Source: an optimization exercise on an open RTL-to-GDS flow (aim: small area, a short achievable clock period and few clock cycles per item). Production flows keep margins and buffers that such runs may drop. No functional check of the RTL was part of any run shown here.

==> flow/design.v (outline; a module is shown in full before it is edited, if it fits) <==
// module idc_controller: 32 lines
// module idc_datapath: 1720 lines
// module idc_fa: 10 lines
// module idc_gp: 8 lines
// module inclusive_day_count_between_dates: 48 lines
module inclusive_day_count_between_dates #(
	parameter int unsigned MAX_YEAR = 9999
) (
	input  logic        clk,
	input  logic        arst_n,
	input  logic        dates_valid,
	output logic        dates_ready,
	input  logic [4:0]  dates_start_day,
	input  logic [3:0]  dates_start_month,
	input  logic [13:0] dates_start_year,
	input  logic [4:0]  dates_end_day,
	input  logic [3:0]  dates_end_month,
	input  logic [13:0] dates_end_year,
	output logic        result_valid,
	input  logic        result_ready,
	output logic [21:0] result_day_count,
	output logic        result_order_error
);
  // ...
==> flow/flow/run.sh <==
#!/bin/bash
# The standard layout (the standard.sh, unchanged synthesis), with the
# port buffers made from the smallest buffer cell instead of the default
# choice (the resizer still upsizes them where timing needs it), and the
# resizer's setup target 5.15 ns below the clock period instead of 5. ORFS writes
# each step's full log under orfs/logs; make's own output goes to
# standard.log.
set -uo pipefail
bash standard.sh "BUFFER_PORTS_ARGS=-buffer_cell sky130_fd_sc_hd__buf_1" SETUP_SLACK_MARGIN=5.15 finish > standard.log 2>&1
==> flow/standard.sh <==
#!/bin/bash
# synth_recipe.tcl (not shown) runs the flow's synth.tcl, then flattens the netlist and writes it again
# the make line also repeats each setting of config.mk as NAME=value (left out here)
make -C /OpenROAD-flow-scripts/flow DESIGN_CONFIG=/design/flow/config.mk WORK_HOME=/design/flow/orfs CLKGATE_MAP_FILE= SYNTH_SCRIPT=/design/flow/synth_recipe.tcl "${@:-finish}"
==> flow/config.mk <==
export PLATFORM = sky130hd
export DESIGN_NAME = inclusive_day_count_between_dates
export DESIGN_NICKNAME = inclusive_day_count_between_dates
export VERILOG_FILES = /design/flow/design.v
export SDC_FILE = /design/flow/constraint.sdc
export NUM_CORES = 4
export LEC_CHECK = 0
export CAP_MARGIN = 20
export CORE_MARGIN = 2
export CORE_UTILIZATION = 40
export CTS_BUF_LIST = sky130_fd_sc_hd__clkbuf_8
export SETUP_SLACK_MARGIN = 5
export SLEW_MARGIN = 20
export SYNTH_HIERARCHICAL = 1
==> flow/constraint.sdc <==
create_clock -name core_clock -period 10.0 [get_ports {clk}]
set_input_delay 2.0000 -clock core_clock [delete_from_list [all_inputs] [get_ports {clk}]]
set_output_delay 2.0000 -clock core_clock [all_outputs]
set_load 0.01 [all_outputs]
==> results.yml, run 1 <==
run_status:
  status: "complete, no violations"
detailed_routing:
  wire_per_inst_um: 15.96
  topRoutingLayerUsed: "met4"
  ant_nets: 0
  vias_per_cell: 5.003
cells_and_area:
  multi_input_gates: 693
  top_register: "u_dp.r_q"
  buffers_excl_clock: 85
  final_cell_mix: "137 x a21o_1, 129 x fa_1, 111 x ha_1"
  dominant-cell-class: "multi-input combinational cells"
  stdcell_count: 1229
global_routing:
  grt_pass1_vias: 6098
  globalRouteOverflowTotal: 0
  grtUsageMet2: 0.2590
  antenna_found_initial: 0
floorplanning:
  taps: 313
  rows: 55
clock_tree:
  cts.reportedPaths.clkPinSlew_ns: 0.09
  htreeDepth: 3
  cts_root_buffer: "clkbuf_8"
  cts_buffer_depth: 2
place:
  place.gp.congestion: 0.8311
timing:
  min_period_over_period: 0.4803
  rsz0062_at_grt: "yes"
  tightest_slew_ns: 1.018
synthesis:
  netlist_area_sq_mm: 0.009333
critical_path:
  cp-endpoint: "u_dp.sl_q$_DFFE_PP_"
  cp_num_buf_inv: 1
  cp.arrival_ns: 4.89
  max_stage_delay_ns: 0.57
  crit_type: "in2reg"
==> run 2: changes to the inputs <==
--- a/flow/design.v
+++ b/flow/design.v
@@ -788,16 +788,22 @@
 	logic d_v_69;
 	logic d_v_70;
 	logic d_v_71;
 	logic d_v_72;
 	logic d_v_73;
 	logic d_v_74;
 	logic d_v_75;
 	logic d_v_76;
+	logic d_v_77;
+	logic d_v_78;
+	logic d_v_79;
+	logic d_v_80;
+	logic d_v_81;
+	logic d_v_82;
 	assign d_v_1 = e_a[0] ^ ~s_a[0];
 	assign d_v_2 = e_a[0] & ~s_a[0];
 	assign d_v_3 = e_a[1] ^ ~s_a[1];
 	assign d_v_4 = e_a[1] & ~s_a[1];
 	assign d_v_5 = e_a[2] ^ ~s_a[2];
 	assign d_v_6 = e_a[2] & ~s_a[2];
 	assign d_v_7 = e_a[3] ^ ~s_a[3];
 	assign d_v_8 = e_a[3] & ~s_a[3];
@@ -825,57 +831,63 @@
 	idc_gp u_d_v_30 (.gh(d_v_12), .ph(d_v_11), .gl(d_v_10), .g(d_v_30));
 	assign d_v_31 = d_v_11 & d_v_9;
 	idc_gp u_d_v_32 (.gh(d_v_16), .ph(d_v_15), .gl(d_v_14), .g(d_v_32));
 	assign d_v_33 = d_v_15 & d_v_13;
 	idc_gp u_d_v_34 (.gh(d_v_20), .ph(d_v_19), .gl(d_v_18), .g(d_v_34));
 	assign d_v_35 = d_v_19 & d_v_17;
 	idc_gp u_d_v_36 (.gh(d_v_24), .ph(d_v_23), .gl(d_v_22), .g(d_v_36));
 	assign d_v_37 = d_v_23 & d_v_21;
-	idc_gp u_d_v_38 (.gh(d_v_28), .ph(d_v_29), .gl(d_v_26), .g(d_v_38));
-	assign d_v_39 = d_v_29 & d_v_27;
-	idc_gp u_d_v_40 (.gh(d_v_32), .ph(d_v_33), .gl(d_v_30), .g(d_v_40));
-	assign d_v_41 = d_v_33 & d_v_31;
-	idc_gp u_d_v_42 (.gh(d_v_36), .ph(d_v_37), .gl(d_v_34), .g(d_v_42));
-	assign d_v_43 = d_v_37 & d_v_35;
-	idc_gp u_d_v_44 (.gh(d_v_40), .ph(d_v_41), .gl(d_v_38), .g(d_v_44));
-	assign d_v_45 = d_v_41 & d_v_39;
-	idc_gp u_d_v_46 (.gh(d_v_42), .ph(d_v_43), .gl(d_v_44), .g(d_v_46));
-	assign d_v_47 = d_v_43 & d_v_45;
-	idc_gp u_d_v_48 (.gh(d_v_30), .ph(d_v_31), .gl(d_v_38), .g(d_v_48));
-	assign d_v_49 = d_v_31 & d_v_39;
-	idc_gp u_d_v_50 (.gh(d_v_34), .ph(d_v_35), .gl(d_v_44), .g(d_v_50));
-	assign d_v_51 = d_v_35 & d_v_45;
-	idc_gp u_d_v_52 (.gh(d_v_6), .ph(d_v_5), .gl(d_v_26), .g(d_v_52));
-	assign d_v_53 = d_v_5 & d_v_27;
-	idc_gp u_d_v_54 (.gh(d_v_10), .ph(d_v_9), .gl(d_v_38), .g(d_v_54));
-	assign d_v_55 = d_v_9 & d_v_39;
-	idc_gp u_d_v_56 (.gh(d_v_14), .ph(d_v_13), .gl(d_v_48), .g(d_v_56));
-	assign d_v_57 = d_v_13 & d_v_49;
-	idc_gp u_d_v_58 (.gh(d_v_18), .ph(d_v_17), .gl(d_v_44), .g(d_v_58));
-	assign d_v_59 = d_v_17 & d_v_45;
-	idc_gp u_d_v_60 (.gh(d_v_22), .ph(d_v_21), .gl(d_v_50), .g(d_v_60));
-	assign d_v_61 = d_v_21 & d_v_51;
-	idc_gp u_d_v_62 (.gh(1'b0), .ph(1'b1), .gl(d_v_46), .g(d_v_62));
-	assign d_v_63 = 1'b1 & d_v_47;
-	assign d_v_64 = d_v_1 ^ 1'b1;
-	assign d_v_65 = d_v_3 ^ d_v_25;
-	assign d_v_66 = d_v_5 ^ d_v_26;
-	assign d_v_67 = d_v_7 ^ d_v_52;
-	assign d_v_68 = d_v_9 ^ d_v_38;
-	assign d_v_69 = d_v_11 ^ d_v_54;
-	assign d_v_70 = d_v_13 ^ d_v_48;
-	assign d_v_71 = d_v_15 ^ d_v_56;
-	assign d_v_72 = d_v_17 ^ d_v_44;
-	assign d_v_73 = d_v_19 ^ d_v_58;
-	assign d_v_74 = d_v_21 ^ d_v_50;
-	assign d_v_75 = d_v_23 ^ d_v_60;
-	assign d_v_76 = 1'b1 ^ d_v_46;
+	idc_gp u_d_v_38 (.gh(d_v_6), .ph(d_v_5), .gl(d_v_26), .g(d_v_38));
+	assign d_v_39 = d_v_5 & d_v_27;
+	idc_gp u_d_v_40 (.gh(d_v_28), .ph(d_v_29), .gl(d_v_26), .g(d_v_40));
+	assign d_v_41 = d_v_29 & d_v_27;
+	idc_gp u_d_v_42 (.gh(d_v_14), .ph(d_v_13), .gl(d_v_30), .g(d_v_42));
+	assign d_v_43 = d_v_13 & d_v_31;
+	idc_gp u_d_v_44 (.gh(d_v_32), .ph(d_v_33), .gl(d_v_30), .g(d_v_44));
+	assign d_v_45 = d_v_33 & d_v_31;
+	idc_gp u_d_v_46 (.gh(d_v_22), .ph(d_v_21), .gl(d_v_34), .g(d_v_46));
+	assign d_v_47 = d_v_21 & d_v_35;
+	idc_gp u_d_v_48 (.gh(d_v_36), .ph(d_v_37), .gl(d_v_34), .g(d_v_48));
+	assign d_v_49 = d_v_37 & d_v_35;
+	idc_gp u_d_v_50 (.gh(d_v_10), .ph(d_v_9), .gl(d_v_40), .g(d_v_50));
+	assign d_v_51 = d_v_9 & d_v_41;
+	idc_gp u_d_v_52 (.gh(d_v_30), .ph(d_v_31), .gl(d_v_40), .g(d_v_52));
+	assign d_v_53 = d_v_31 & d_v_41;
+	idc_gp u_d_v_54 (.gh(d_v_42), .ph(d_v_43), .gl(d_v_40), .g(d_v_54));
+	assign d_v_55 = d_v_43 & d_v_41;
+	idc_gp u_d_v_56 (.gh(d_v_44), .ph(d_v_45), .gl(d_v_40), .g(d_v_56));
+	assign d_v_57 = d_v_45 & d_v_41;
+	idc_gp u_d_v_58 (.gh(1'b0), .ph(1'b1), .gl(d_v_48), .g(d_v_58));
+	assign d_v_59 = 1'b1 & d_v_49;
+	idc_gp u_d_v_60 (.gh(d_v_18), .ph(d_v_17), .gl(d_v_56), .g(d_v_60));
+	assign d_v_61 = d_v_17 & d_v_57;
+	idc_gp u_d_v_62 (.gh(d_v_34), .ph(d_v_35), .gl(d_v_56), .g(d_v_62));
+	assign d_v_63 = d_v_35 & d_v_57;
+	idc_gp u_d_v_64 (.gh(d_v_46), .ph(d_v_47), .gl(d_v_56), .g(d_v_64));
+	assign d_v_65 = d_v_47 & d_v_57;
+	idc_gp u_d_v_66 (.gh(d_v_48), .ph(d_v_49), .gl(d_v_56), .g(d_v_66));
+	assign d_v_67 = d_v_49 & d_v_57;
+	idc_gp u_d_v_68 (.gh(d_v_58), .ph(d_v_59), .gl(d_v_56), .g(d_v_68));
+	assign d_v_69 = d_v_59 & d_v_57;
+	assign d_v_70 = d_v_1 ^ 1'b1;
+	assign d_v_71 = d_v_3 ^ d_v_25;
+	assign d_v_72 = d_v_5 ^ d_v_26;
+	assign d_v_73 = d_v_7 ^ d_v_38;
+	assign d_v_74 = d_v_9 ^ d_v_40;
+	assign d_v_75 = d_v_11 ^ d_v_50;
+	assign d_v_76 = d_v_13 ^ d_v_52;
+	assign d_v_77 = d_v_15 ^ d_v_54;
+	assign d_v_78 = d_v_17 ^ d_v_56;
+	assign d_v_79 = d_v_19 ^ d_v_60;
+	assign d_v_80 = d_v_21 ^ d_v_62;
+	assign d_v_81 = d_v_23 ^ d_v_64;
+	assign d_v_82 = 1'b1 ^ d_v_66;
 	logic [12:0] da;
-	assign da = {d_v_76, d_v_75, d_v_74, d_v_73, d_v_72, d_v_71, d_v_70, d_v_69, d_v_68, d_v_67, d_v_66, d_v_65, d_v_64};
+	assign da = {d_v_82, d_v_81, d_v_80, d_v_79, d_v_78, d_v_77, d_v_76, d_v_75, d_v_74, d_v_73, d_v_72, d_v_71, d_v_70};
 	logic [8:0] te_t;
 	assign te_t[0] = (e_month == 4'd2) || (e_month == 4'd3) || (e_month == 4'd6) || (e_month == 4'd7) || (e_month == 4'd9) || (e_month == 4'd10) || (e_month == 4'd13) || (e_month == 4'd14) || (e_month == 4'd15);
 	assign te_t[1] = (e_month == 4'd2) || (e_month == 4'd3) || (e_month == 4'd4) || (e_month == 4'd6) || (e_month == 4'd9) || (e_month == 4'd12);
 	assign te_t[2] = (e_month == 4'd2) || (e_month == 4'd6) || (e_month == 4'd7) || (e_month == 4'd8) || (e_month == 4'd12) || (e_month == 4'd13) || (e_month == 4'd14) || (e_month == 4'd15);
 	assign te_t[3] = (e_month == 4'd2) || (e_month == 4'd3) || (e_month == 4'd4) || (e_month == 4'd5) || (e_month == 4'd12) || (e_month == 4'd13) || (e_month == 4'd14) || (e_month == 4'd15);
 	assign te_t[4] = (e_month == 4'd2) || (e_month == 4'd3) || (e_month == 4'd4) || (e_month == 4'd5) || (e_month == 4'd6) || (e_month == 4'd7) || (e_month == 4'd8) || (e_month == 4'd9) || (e_month == 4'd10) || (e_month == 4'd11);
 	assign te_t[5] = (e_month == 4'd3) || (e_month == 4'd5) || (e_month == 4'd7) || (e_month == 4'd9) || (e_month == 4'd11) || (e_month == 4'd13) || (e_month == 4'd14) || (e_month == 4'd15);
 	assign te_t[6] = (e_month == 4'd4) || (e_month == 4'd5) || (e_month == 4'd8) || (e_month == 4'd9) || (e_month == 4'd12) || (e_month == 4'd13) || (e_month == 4'd14) || (e_month == 4'd15);
@@ -972,16 +984,18 @@
 	logic w_v_77;
 	logic w_v_78;
 	logic w_v_79;
 	logic w_v_80;
 	logic w_v_81;
 	logic w_v_82;
 	logic w_v_83;
 	logic w_v_84;
+	logic w_v_85;
+	logic w_v_86;
 	assign w_v_1 = e_day[0] ^ sdn[0];
 	assign w_v_2 = e_day[0] & sdn[0];
 	idc_fa u_w_v_3 (.a(e_day[1]), .b(sdn[1]), .c(te_t[1]), .s(w_v_3), .co(w_v_4));
 	idc_fa u_w_v_5 (.a(e_day[2]), .b(sdn[2]), .c(te_t[2]), .s(w_v_5), .co(w_v_6));
 	idc_fa u_w_v_7 (.a(e_day[3]), .b(sdn[3]), .c(te_t[3]), .s(w_v_7), .co(w_v_8));
 	idc_fa u_w_v_9 (.a(e_day[4]), .b(sdn[4]), .c(te_t[4]), .s(w_v_9), .co(w_v_10));
 	assign w_v_11 = te_t[0] ^ ts_t[0];
 	assign w_v_12 = te_t[0] & ts_t[0];
@@ -1019,46 +1033,48 @@
 	idc_gp u_w_v_49 (.gh(w_v_36), .ph(w_v_35), .gl(w_v_34), .g(w_v_49));
 	assign w_v_50 = w_v_35 & w_v_33;
 	idc_gp u_w_v_51 (.gh(w_v_40), .ph(w_v_39), .gl(w_v_38), .g(w_v_51));
 	assign w_v_52 = w_v_39 & w_v_37;
 	idc_gp u_w_v_53 (.gh(w_v_44), .ph(w_v_43), .gl(w_v_42), .g(w_v_53));
 	assign w_v_54 = w_v_43 & w_v_41;
 	idc_gp u_w_v_55 (.gh(1'b0), .ph(w_v_28), .gl(w_v_46), .g(w_v_55));
 	assign w_v_56 = w_v_28 & w_v_45;
-	idc_gp u_w_v_57 (.gh(w_v_49), .ph(w_v_50), .gl(w_v_47), .g(w_v_57));
-	assign w_v_58 = w_v_50 & w_v_48;
-	idc_gp u_w_v_59 (.gh(w_v_53), .ph(w_v_54), .gl(w_v_51), .g(w_v_59));
-	assign w_v_60 = w_v_54 & w_v_52;
-	idc_gp u_w_v_61 (.gh(w_v_59), .ph(w_v_60), .gl(w_v_57), .g(w_v_61));
-	assign w_v_62 = w_v_60 & w_v_58;
-	idc_gp u_w_v_63 (.gh(w_v_51), .ph(w_v_52), .gl(w_v_57), .g(w_v_63));
-	assign w_v_64 = w_v_52 & w_v_58;
-	idc_gp u_w_v_65 (.gh(w_v_55), .ph(w_v_56), .gl(w_v_61), .g(w_v_65));
-	assign w_v_66 = w_v_56 & w_v_62;
-	idc_gp u_w_v_67 (.gh(w_v_34), .ph(w_v_33), .gl(w_v_47), .g(w_v_67));
-	assign w_v_68 = w_v_33 & w_v_48;
-	idc_gp u_w_v_69 (.gh(w_v_38), .ph(w_v_37), .gl(w_v_57), .g(w_v_69));
-	assign w_v_70 = w_v_37 & w_v_58;
-	idc_gp u_w_v_71 (.gh(w_v_42), .ph(w_v_41), .gl(w_v_63), .g(w_v_71));
-	assign w_v_72 = w_v_41 & w_v_64;
-	idc_gp u_w_v_73 (.gh(w_v_46), .ph(w_v_45), .gl(w_v_61), .g(w_v_73));
-	assign w_v_74 = w_v_45 & w_v_62;
-	assign w_v_75 = w_v_29;
-	assign w_v_76 = w_v_31 ^ w_v_30;
-	assign w_v_77 = w_v_33 ^ w_v_47;
-	assign w_v_78 = w_v_35 ^ w_v_67;
-	assign w_v_79 = w_v_37 ^ w_v_57;
-	assign w_v_80 = w_v_39 ^ w_v_69;
-	assign w_v_81 = w_v_41 ^ w_v_63;
-	assign w_v_82 = w_v_43 ^ w_v_71;
-	assign w_v_83 = w_v_45 ^ w_v_61;
-	assign w_v_84 = w_v_28 ^ w_v_73;
+	idc_gp u_w_v_57 (.gh(w_v_34), .ph(w_v_33), .gl(w_v_47), .g(w_v_57));
+	assign w_v_58 = w_v_33 & w_v_48;
+	idc_gp u_w_v_59 (.gh(w_v_49), .ph(w_v_50), .gl(w_v_47), .g(w_v_59));
+	assign w_v_60 = w_v_50 & w_v_48;
+	idc_gp u_w_v_61 (.gh(w_v_42), .ph(w_v_41), .gl(w_v_51), .g(w_v_61));
+	assign w_v_62 = w_v_41 & w_v_52;
+	idc_gp u_w_v_63 (.gh(w_v_53), .ph(w_v_54), .gl(w_v_51), .g(w_v_63));
+	assign w_v_64 = w_v_54 & w_v_52;
+	idc_gp u_w_v_65 (.gh(w_v_38), .ph(w_v_37), .gl(w_v_59), .g(w_v_65));
+	assign w_v_66 = w_v_37 & w_v_60;
+	idc_gp u_w_v_67 (.gh(w_v_51), .ph(w_v_52), .gl(w_v_59), .g(w_v_67));
+	assign w_v_68 = w_v_52 & w_v_60;
+	idc_gp u_w_v_69 (.gh(w_v_61), .ph(w_v_62), .gl(w_v_59), .g(w_v_69));
+	assign w_v_70 = w_v_62 & w_v_60;
+	idc_gp u_w_v_71 (.gh(w_v_63), .ph(w_v_64), .gl(w_v_59), .g(w_v_71));
+	assign w_v_72 = w_v_64 & w_v_60;
+	idc_gp u_w_v_73 (.gh(w_v_46), .ph(w_v_45), .gl(w_v_71), .g(w_v_73));
+	assign w_v_74 = w_v_45 & w_v_72;
+	idc_gp u_w_v_75 (.gh(w_v_55), .ph(w_v_56), .gl(w_v_71), .g(w_v_75));
+	assign w_v_76 = w_v_56 & w_v_72;
+	assign w_v_77 = w_v_29;
+	assign w_v_78 = w_v_31 ^ w_v_30;
+	assign w_v_79 = w_v_33 ^ w_v_47;
+	assign w_v_80 = w_v_35 ^ w_v_57;
+	assign w_v_81 = w_v_37 ^ w_v_59;
+	assign w_v_82 = w_v_39 ^ w_v_65;
+	assign w_v_83 = w_v_41 ^ w_v_67;
+	assign w_v_84 = w_v_43 ^ w_v_69;
+	assign w_v_85 = w_v_45 ^ w_v_71;
+	assign w_v_86 = w_v_28 ^ w_v_73;
 	logic [9:0] v;
-	assign v = {w_v_84, w_v_83, w_v_82, w_v_81, w_v_80, w_v_79, w_v_78, w_v_77, w_v_76, w_v_75};
+	assign v = {w_v_86, w_v_85, w_v_84, w_v_83, w_v_82, w_v_81, w_v_80, w_v_79, w_v_78, w_v_77};
 	logic [12:0] da_q;
 	logic [6:0]  sc_q, ecn_q;
 	logic        sl_q, eln_q;
 	logic [9:0]  v_q;
 	logic [2:0]  db_q;
 	always_ff @(posedge clk) begin
 		if (en1) begin
 			da_q  <= {~da[12], da[11:0]};
@@ -1443,38 +1459,16 @@
 	logic t_357;
 	logic t_358;
 	logic t_359;
 	logic t_360;
 	logic t_361;
 	logic t_362;
 	logic t_363;
 	logic t_364;
-	logic t_365;
-	logic t_366;
-	logic t_367;
-	logic t_368;
-	logic t_369;
-	logic t_370;
-	logic t_371;
-	logic t_372;
-	logic t_373;
-	logic t_374;
-	logic t_375;
-	logic t_376;
-	logic t_377;
-	logic t_378;
-	logic t_379;
-	logic t_380;
-	logic t_381;
-	logic t_382;
-	logic t_383;
-	logic t_384;
-	logic t_385;
-	logic t_386;
 	idc_fa u_t_1 (.a(da_q[0]), .b(sc_q[2]), .c(sc_q[0]), .s(t_1), .co(t_2));
 	assign t_3 = ecn_q[2] ^ ecn_q[0];
 	assign t_4 = ecn_q[2] & ecn_q[0];
 	idc_fa u_t_5 (.a(da_q[1]), .b(sc_q[2]), .c(sc_q[3]), .s(t_5), .co(t_6));
 	idc_fa u_t_7 (.a(sc_q[1]), .b(ecn_q[2]), .c(ecn_q[3]), .s(t_7), .co(t_8));
 	assign t_9 = ecn_q[1] ^ v_q[1];
 	assign t_10 = ecn_q[1] & v_q[1];
 	idc_fa u_t_11 (.a(da_q[2]), .b(da_q[0]), .c(sc_q[3]), .s(t_11), .co(t_12));
@@ -1657,116 +1651,94 @@
 	idc_gp u_t_282 (.gh(t_253), .ph(t_252), .gl(t_251), .g(t_282));
 	assign t_283 = t_252 & t_250;
 	idc_gp u_t_284 (.gh(t_257), .ph(t_256), .gl(t_255), .g(t_284));
 	assign t_285 = t_256 & t_254;
 	idc_gp u_t_286 (.gh(t_261), .ph(t_260), .gl(t_259), .g(t_286));
 	assign t_287 = t_260 & t_258;
 	idc_gp u_t_288 (.gh(t_265), .ph(t_264), .gl(t_263), .g(t_288));
 	assign t_289 = t_264 & t_262;
-	idc_gp u_t_290 (.gh(t_227), .ph(t_226), .gl(t_268), .g(t_290));
-	assign t_291 = t_226 & t_269;
-	idc_gp u_t_292 (.gh(t_270), .ph(t_271), .gl(t_268), .g(t_292));
-	assign t_293 = t_271 & t_269;
-	idc_gp u_t_294 (.gh(t_235), .ph(t_234), .gl(t_272), .g(t_294));
-	assign t_295 = t_234 & t_273;
-	idc_gp u_t_296 (.gh(t_274), .ph(t_275), .gl(t_272), .g(t_296));
-	assign t_297 = t_275 & t_273;
-	idc_gp u_t_298 (.gh(t_243), .ph(t_242), .gl(t_276), .g(t_298));
-	assign t_299 = t_242 & t_277;
-	idc_gp u_t_300 (.gh(t_278), .ph(t_279), .gl(t_276), .g(t_300));
-	assign t_301 = t_279 & t_277;
-	idc_gp u_t_302 (.gh(t_251), .ph(t_250), .gl(t_280), .g(t_302));
-	assign t_303 = t_250 & t_281;
-	idc_gp u_t_304 (.gh(t_282), .ph(t_283), .gl(t_280), .g(t_304));
-	assign t_305 = t_283 & t_281;
-	idc_gp u_t_306 (.gh(t_259), .ph(t_258), .gl(t_284), .g(t_306));
-	assign t_307 = t_258 & t_285;
-	idc_gp u_t_308 (.gh(t_286), .ph(t_287), .gl(t_284), .g(t_308));
-	assign t_309 = t_287 & t_285;
-	idc_gp u_t_310 (.gh(t_267), .ph(t_266), .gl(t_288), .g(t_310));
-	assign t_311 = t_266 & t_289;
-	idc_gp u_t_312 (.gh(t_231), .ph(t_230), .gl(t_292), .g(t_312));
-	assign t_313 = t_230 & t_293;
-	idc_gp u_t_314 (.gh(t_272), .ph(t_273), .gl(t_292), .g(t_314));
-	assign t_315 = t_273 & t_293;
-	idc_gp u_t_316 (.gh(t_294), .ph(t_295), .gl(t_292), .g(t_316));
-	assign t_317 = t_295 & t_293;
-	idc_gp u_t_318 (.gh(t_296), .ph(t_297), .gl(t_292), .g(t_318));
-	assign t_319 = t_297 & t_293;
-	idc_gp u_t_320 (.gh(t_247), .ph(t_246), .gl(t_300), .g(t_320));
-	assign t_321 = t_246 & t_301;
-	idc_gp u_t_322 (.gh(t_280), .ph(t_281), .gl(t_300), .g(t_322));
-	assign t_323 = t_281 & t_301;
-	idc_gp u_t_324 (.gh(t_302), .ph(t_303), .gl(t_300), .g(t_324));
-	assign t_325 = t_303 & t_301;
-	idc_gp u_t_326 (.gh(t_304), .ph(t_305), .gl(t_300), .g(t_326));
-	assign t_327 = t_305 & t_301;
-	idc_gp u_t_328 (.gh(t_263), .ph(t_262), .gl(t_308), .g(t_328));
-	assign t_329 = t_262 & t_309;
-	idc_gp u_t_330 (.gh(t_288), .ph(t_289), .gl(t_308), .g(t_330));
-	assign t_331 = t_289 & t_309;
-	idc_gp u_t_332 (.gh(t_310), .ph(t_311), .gl(t_308), .g(t_332));
-	assign t_333 = t_311 & t_309;
-	idc_gp u_t_334 (.gh(t_239), .ph(t_238), .gl(t_318), .g(t_334));
-	assign t_335 = t_238 & t_319;
-	idc_gp u_t_336 (.gh(t_276), .ph(t_277), .gl(t_318), .g(t_336));
-	assign t_337 = t_277 & t_319;
-	idc_gp u_t_338 (.gh(t_298), .ph(t_299), .gl(t_318), .g(t_338));
-	assign t_339 = t_299 & t_319;
-	idc_gp u_t_340 (.gh(t_300), .ph(t_301), .gl(t_318), .g(t_340));
-	assign t_341 = t_301 & t_319;
-	idc_gp u_t_342 (.gh(t_320), .ph(t_321), .gl(t_318), .g(t_342));
-	assign t_343 = t_321 & t_319;
-	idc_gp u_t_344 (.gh(t_322), .ph(t_323), .gl(t_318), .g(t_344));
-	assign t_345 = t_323 & t_319;
-	idc_gp u_t_346 (.gh(t_324), .ph(t_325), .gl(t_318), .g(t_346));
-	assign t_347 = t_325 & t_319;
-	idc_gp u_t_348 (.gh(t_326), .ph(t_327), .gl(t_318), .g(t_348));
-	assign t_349 = t_327 & t_319;
-	idc_gp u_t_350 (.gh(t_255), .ph(t_254), .gl(t_348), .g(t_350));
-	assign t_351 = t_254 & t_349;
-	idc_gp u_t_352 (.gh(t_284), .ph(t_285), .gl(t_348), .g(t_352));
-	assign t_353 = t_285 & t_349;
-	idc_gp u_t_354 (.gh(t_306), .ph(t_307), .gl(t_348), .g(t_354));
-	assign t_355 = t_307 & t_349;
-	idc_gp u_t_356 (.gh(t_308), .ph(t_309), .gl(t_348), .g(t_356));
-	assign t_357 = t_309 & t_349;
-	idc_gp u_t_358 (.gh(t_328), .ph(t_329), .gl(t_348), .g(t_358));
-	assign t_359 = t_329 & t_349;
-	idc_gp u_t_360 (.gh(t_330), .ph(t_331), .gl(t_348), .g(t_360));
-	assign t_361 = t_331 & t_349;
-	idc_gp u_t_362 (.gh(t_332), .ph(t_333), .gl(t_348), .g(t_362));
-	assign t_363 = t_333 & t_349;
-	assign t_364 = t_222;
-	assign t_365 = t_224 ^ t_223;
-	assign t_366 = t_226 ^ t_268;
-	assign t_367 = t_228 ^ t_290;
-	assign t_368 = t_230 ^ t_292;
-	assign t_369 = t_232 ^ t_312;
-	assign t_370 = t_234 ^ t_314;
-	assign t_371 = t_236 ^ t_316;
-	assign t_372 = t_238 ^ t_318;
-	assign t_373 = t_240 ^ t_334;
-	assign t_374 = t_242 ^ t_336;
-	assign t_375 = t_244 ^ t_338;
-	assign t_376 = t_246 ^ t_340;
-	assign t_377 = t_248 ^ t_342;
-	assign t_378 = t_250 ^ t_344;
-	assign t_379 = t_252 ^ t_346;
-	assign t_380 = t_254 ^ t_348;
-	assign t_381 = t_256 ^ t_350;
-	assign t_382 = t_258 ^ t_352;
-	assign t_383 = t_260 ^ t_354;
-	assign t_384 = t_262 ^ t_356;
-	assign t_385 = t_264 ^ t_358;
-	assign t_386 = t_266 ^ t_360;
+	idc_gp u_t_290 (.gh(t_270), .ph(t_271), .gl(t_268), .g(t_290));
+	assign t_291 = t_271 & t_269;
+	idc_gp u_t_292 (.gh(t_274), .ph(t_275), .gl(t_272), .g(t_292));
+	assign t_293 = t_275 & t_273;
+	idc_gp u_t_294 (.gh(t_278), .ph(t_279), .gl(t_276), .g(t_294));
+	assign t_295 = t_279 & t_277;
+	idc_gp u_t_296 (.gh(t_282), .ph(t_283), .gl(t_280), .g(t_296));
+	assign t_297 = t_283 & t_281;
+	idc_gp u_t_298 (.gh(t_286), .ph(t_287), .gl(t_284), .g(t_298));
+	assign t_299 = t_287 & t_285;
+	idc_gp u_t_300 (.gh(t_292), .ph(t_293), .gl(t_290), .g(t_300));
+	assign t_301 = t_293 & t_291;
+	idc_gp u_t_302 (.gh(t_296), .ph(t_297), .gl(t_294), .g(t_302));
+	assign t_303 = t_297 & t_295;
+	idc_gp u_t_304 (.gh(t_302), .ph(t_303), .gl(t_300), .g(t_304));
+	assign t_305 = t_303 & t_301;
+	idc_gp u_t_306 (.gh(t_294), .ph(t_295), .gl(t_300), .g(t_306));
+	assign t_307 = t_295 & t_301;
+	idc_gp u_t_308 (.gh(t_298), .ph(t_299), .gl(t_304), .g(t_308));
+	assign t_309 = t_299 & t_305;
+	idc_gp u_t_310 (.gh(t_272), .ph(t_273), .gl(t_290), .g(t_310));
+	assign t_311 = t_273 & t_291;
+	idc_gp u_t_312 (.gh(t_276), .ph(t_277), .gl(t_300), .g(t_312));
+	assign t_313 = t_277 & t_301;
+	idc_gp u_t_314 (.gh(t_280), .ph(t_281), .gl(t_306), .g(t_314));
+	assign t_315 = t_281 & t_307;
+	idc_gp u_t_316 (.gh(t_284), .ph(t_285), .gl(t_304), .g(t_316));
+	assign t_317 = t_285 & t_305;
+	idc_gp u_t_318 (.gh(t_288), .ph(t_289), .gl(t_308), .g(t_318));
+	assign t_319 = t_289 & t_309;
+	idc_gp u_t_320 (.gh(t_227), .ph(t_226), .gl(t_268), .g(t_320));
+	assign t_321 = t_226 & t_269;
+	idc_gp u_t_322 (.gh(t_231), .ph(t_230), .gl(t_290), .g(t_322));
+	assign t_323 = t_230 & t_291;
+	idc_gp u_t_324 (.gh(t_235), .ph(t_234), .gl(t_310), .g(t_324));
+	assign t_325 = t_234 & t_311;
+	idc_gp u_t_326 (.gh(t_239), .ph(t_238), .gl(t_300), .g(t_326));
+	assign t_327 = t_238 & t_301;
+	idc_gp u_t_328 (.gh(t_243), .ph(t_242), .gl(t_312), .g(t_328));
+	assign t_329 = t_242 & t_313;
+	idc_gp u_t_330 (.gh(t_247), .ph(t_246), .gl(t_306), .g(t_330));
+	assign t_331 = t_246 & t_307;
+	idc_gp u_t_332 (.gh(t_251), .ph(t_250), .gl(t_314), .g(t_332));
+	assign t_333 = t_250 & t_315;
+	idc_gp u_t_334 (.gh(t_255), .ph(t_254), .gl(t_304), .g(t_334));
+	assign t_335 = t_254 & t_305;
+	idc_gp u_t_336 (.gh(t_259), .ph(t_258), .gl(t_316), .g(t_336));
+	assign t_337 = t_258 & t_317;
+	idc_gp u_t_338 (.gh(t_263), .ph(t_262), .gl(t_308), .g(t_338));
+	assign t_339 = t_262 & t_309;
+	idc_gp u_t_340 (.gh(t_267), .ph(t_266), .gl(t_318), .g(t_340));
+	assign t_341 = t_266 & t_319;
+	assign t_342 = t_222;
+	assign t_343 = t_224 ^ t_223;
+	assign t_344 = t_226 ^ t_268;
+	assign t_345 = t_228 ^ t_320;
+	assign t_346 = t_230 ^ t_290;
+	assign t_347 = t_232 ^ t_322;
+	assign t_348 = t_234 ^ t_310;
+	assign t_349 = t_236 ^ t_324;
+	assign t_350 = t_238 ^ t_300;
+	assign t_351 = t_240 ^ t_326;
+	assign t_352 = t_242 ^ t_312;
+	assign t_353 = t_244 ^ t_328;
+	assign t_354 = t_246 ^ t_306;
+	assign t_355 = t_248 ^ t_330;
+	assign t_356 = t_250 ^ t_314;
+	assign t_357 = t_252 ^ t_332;
+	assign t_358 = t_254 ^ t_304;
+	assign t_359 = t_256 ^ t_334;
+	assign t_360 = t_258 ^ t_316;
+	assign t_361 = t_260 ^ t_336;
+	assign t_362 = t_262 ^ t_308;
+	assign t_363 = t_264 ^ t_338;
+	assign t_364 = t_266 ^ t_318;
 	logic [22:0] r_d;
 	logic [22:0] r_q;
-	assign r_d = {t_386, t_385, t_384, t_383, t_382, t_381, t_380, t_379, t_378, t_377, t_376, t_375, t_374, t_373, t_372, t_371, t_370, t_369, t_368, t_367, t_366, t_365, t_364};
+	assign r_d = {t_364, t_363, t_362, t_361, t_360, t_359, t_358, t_357, t_356, t_355, t_354, t_353, t_352, t_351, t_350, t_349, t_348, t_347, t_346, t_345, t_344, t_343, t_342};
 	always_ff @(posedge clk) begin
 		if (en2) begin
 			r_q <= r_d;
 		end
 	end
 	assign day_count   = r_q[22] ? 22'd0 : r_q[21:0];
 	assign order_error = r_q[22] || (r_q == 23'd0);
 endmodule
==> results.yml, run 2 <==
clock_tree:
  cts_tree: "yes"
  htreeDepth: 3
  cts_buffer_depth: 2
  cts_made_buffers: 9
  cts.reportedPaths.clkPinSlew_ns: 0.08
  clock_latency_ns: 0.35
  cts_hold_buffers: 0
  clkSinkCount: 67
  cts_root_buffer: "clkbuf_8"
synthesis:
  yosysWarnings: 8
  netlist_area_sq_mm: 0.009259
  synth_cells: 820
  synth_nets: 1112
  avgSynthCellArea_sq_um: 11.29
floorplanning:
  die-area_sq_mm: 0.02438
  die_w_um: 156.1
  io_pins: 75
  start_util: 0.4077
  core_area_sq_mm: 0.02271
  rows: 55
  die_h_um: 156.1
detailed_routing:
  drt-initial-drc-count: 321
  vias: 6107
  drt_wl_total_um: 19430
  drt_first_pass_iters: 4
  wire_per_inst_um: 16.17
  vias_per_cell: 5.085
  ant_nets: 0
  drcViolationCount: 0
cells_and_area:
  final_common_cell: "a21o_1"
  largest_register_ffs: 23
  final_nets: 1204
  utilization: 0.4534
  n_antenna_cell: 0
  reg.largest.list: "u_dp.r_q x23, u_dp.da_q x13, u_dp.v_q x10"
  drive_gt1_frac: 0.08515
  top_register: "u_dp.r_q"
  stdcell_count: 1201
  area_growth_pct: 11.20
  final_cell_mix: "133 x a21o_1, 129 x fa_1, 110 x ha_1"
  final_cell_area_sq_mm: 0.01030
critical_path:
  cp.arrival_ns: 4.87
  worst-path-max-fanout: 9
  crit_type: "in2reg"
  start_kind: "primary input"
  cp.required_ns: 10.10
  end_kind: "flop"
timing:
  fmax_mhz: 209.6
  rsz0062_at_grt: "yes"
  hold_ws_ns: 0.5332
  fin_ws_ns: 5.230
  min_period_ns: 4.770
  finalHoldViolations: 0
  finalClockSkew_ns: 0.01186
  setup_violations: 0
  fin_setup_tns_ns: 0
  min_period_over_period: 0.4770
  tightest_slew_ns: 1.008
  slew_headroom: 0.3258
  drv_slew: 0
place:
  port_buffers: 74
  place_hpwl_um: 16120
  place.gp.congestion: 0.8265
  place_area_sq_mm: 0.009838
  place_inst: 1161
  post-place-ws_ns: 4.676
global_routing:
  grt_pass1_vias: 5993
  grt_start_max_net_pins: 43
  grt_pass1_wl_um: 31240
  antenna_found_initial: 0
  globalRouteOverflowTotal: 0
  grtUsageTotal: 0.1629
flow_run:
  maxCapViolations: 0
run_status:
  status: "complete, no violations"
worst_hold_path:
  hold_class: "reg2reg"
[run 2: worst max-delay path, stage by stage]
cell and delay [ns]:
buf_2 0.15, fa_1 0.56, fa_1 0.46, ha_4 0.26
and2_1 0.16, and2_1 0.15, a21o_2 0.28, a21o_1 0.19
xnor2_1 0.15, nor2b_1 0.15, nor4_2 0.27, nor3_1 0.08
[run 2: timing repair]
| item | in CTS | in global routing |
|---|---|---|
| pin swaps | 0 | 2 |
| buffers inserted | 4 | 21 |
| hold endpoints to repair | 0 | 0 |
| resized for setup | 7 | 21 |
| endpoints found under the setup margin | 3 | 6 |
[run 2: layer usage]
metal  vias to the layer above  track usage  wire (um)
met5                         -            0          0
met4                         0      0.02971        171
met3                        14      0.01861        696
met2                       122       0.2533       8873
met1                      2943       0.2477       9684
li1                       3028            -          -
[run 2: area by class of cell]
type,instances,area [sq um]
fill,2158,12410
multi-input combinational,682,7091
sequential,67,2002
timing repair buffer,99,483.0
tap,285,356.6
inverter,53,198.9
clock buffer,9,123.9
clock inverter,6,41.29
[run 2: worst paths after layout]
kind	start	depth (start not counted)	slack [ns]	to
worst min-delay path	u_ctrl.v1_q$_DFFE_PN0P_	1	0.53	u_ctrl.v2_q$_DFFE_PN0P_
min in group asynchronous	arst_n	1	1.43	u_ctrl.v2_q$_DFFE_PN0P_
max in group asynchronous	arst_n	1	8.45	u_ctrl.v1_q$_DFFE_PN0P_
worst max register to register	u_dp.db_q[0]$_DFFE_PP_	16	5.27	u_dp.r_q[22]$_DFFE_PP_
worst max-delay path	dates_start_year[3]	12	5.23	u_dp.sl_q$_DFFE_PP_
worst min register to register	u_ctrl.v1_q$_DFFE_PN0P_	1	0.53	u_ctrl.v2_q$_DFFE_PN0P_

[static timing again, ports no longer ideal]
No port has a modelled driver above. Below, the same layouts with a new extraction and two added sets of constraints.
Step 1 (the two cells are an assumption about what drives the block):
set clk [get_ports {clk}]
set_driving_cell -lib_cell sky130_fd_sc_hd__clkbuf_16 $clk
set_driving_cell -lib_cell sky130_fd_sc_hd__buf_2 [delete_from_list [all_inputs] $clk]
Step 2, shift: input delay + t, output delay - t, t = (earliest + latest rising clock arrival at the registers) / 2. This alone moves slack from input paths to output paths.
Three values: no drivers, after step 1, after step 2; two values: the first two.
run | t (ns) | slack for setup (ns) | clock arrival spread, ns
run 1 | 0.375 | 5.197 / 5.198 / 4.823 | 0.016 / 0.016
run 2 | 0.374 | 5.230 / 5.245 / 4.871 | 0.012 / 0.013
After both steps setup and hold are still met in every run listed. For run 1, which loses most, drivers alone change the setup slack by +0.001 ns; drivers and shift together by -0.374 ns.
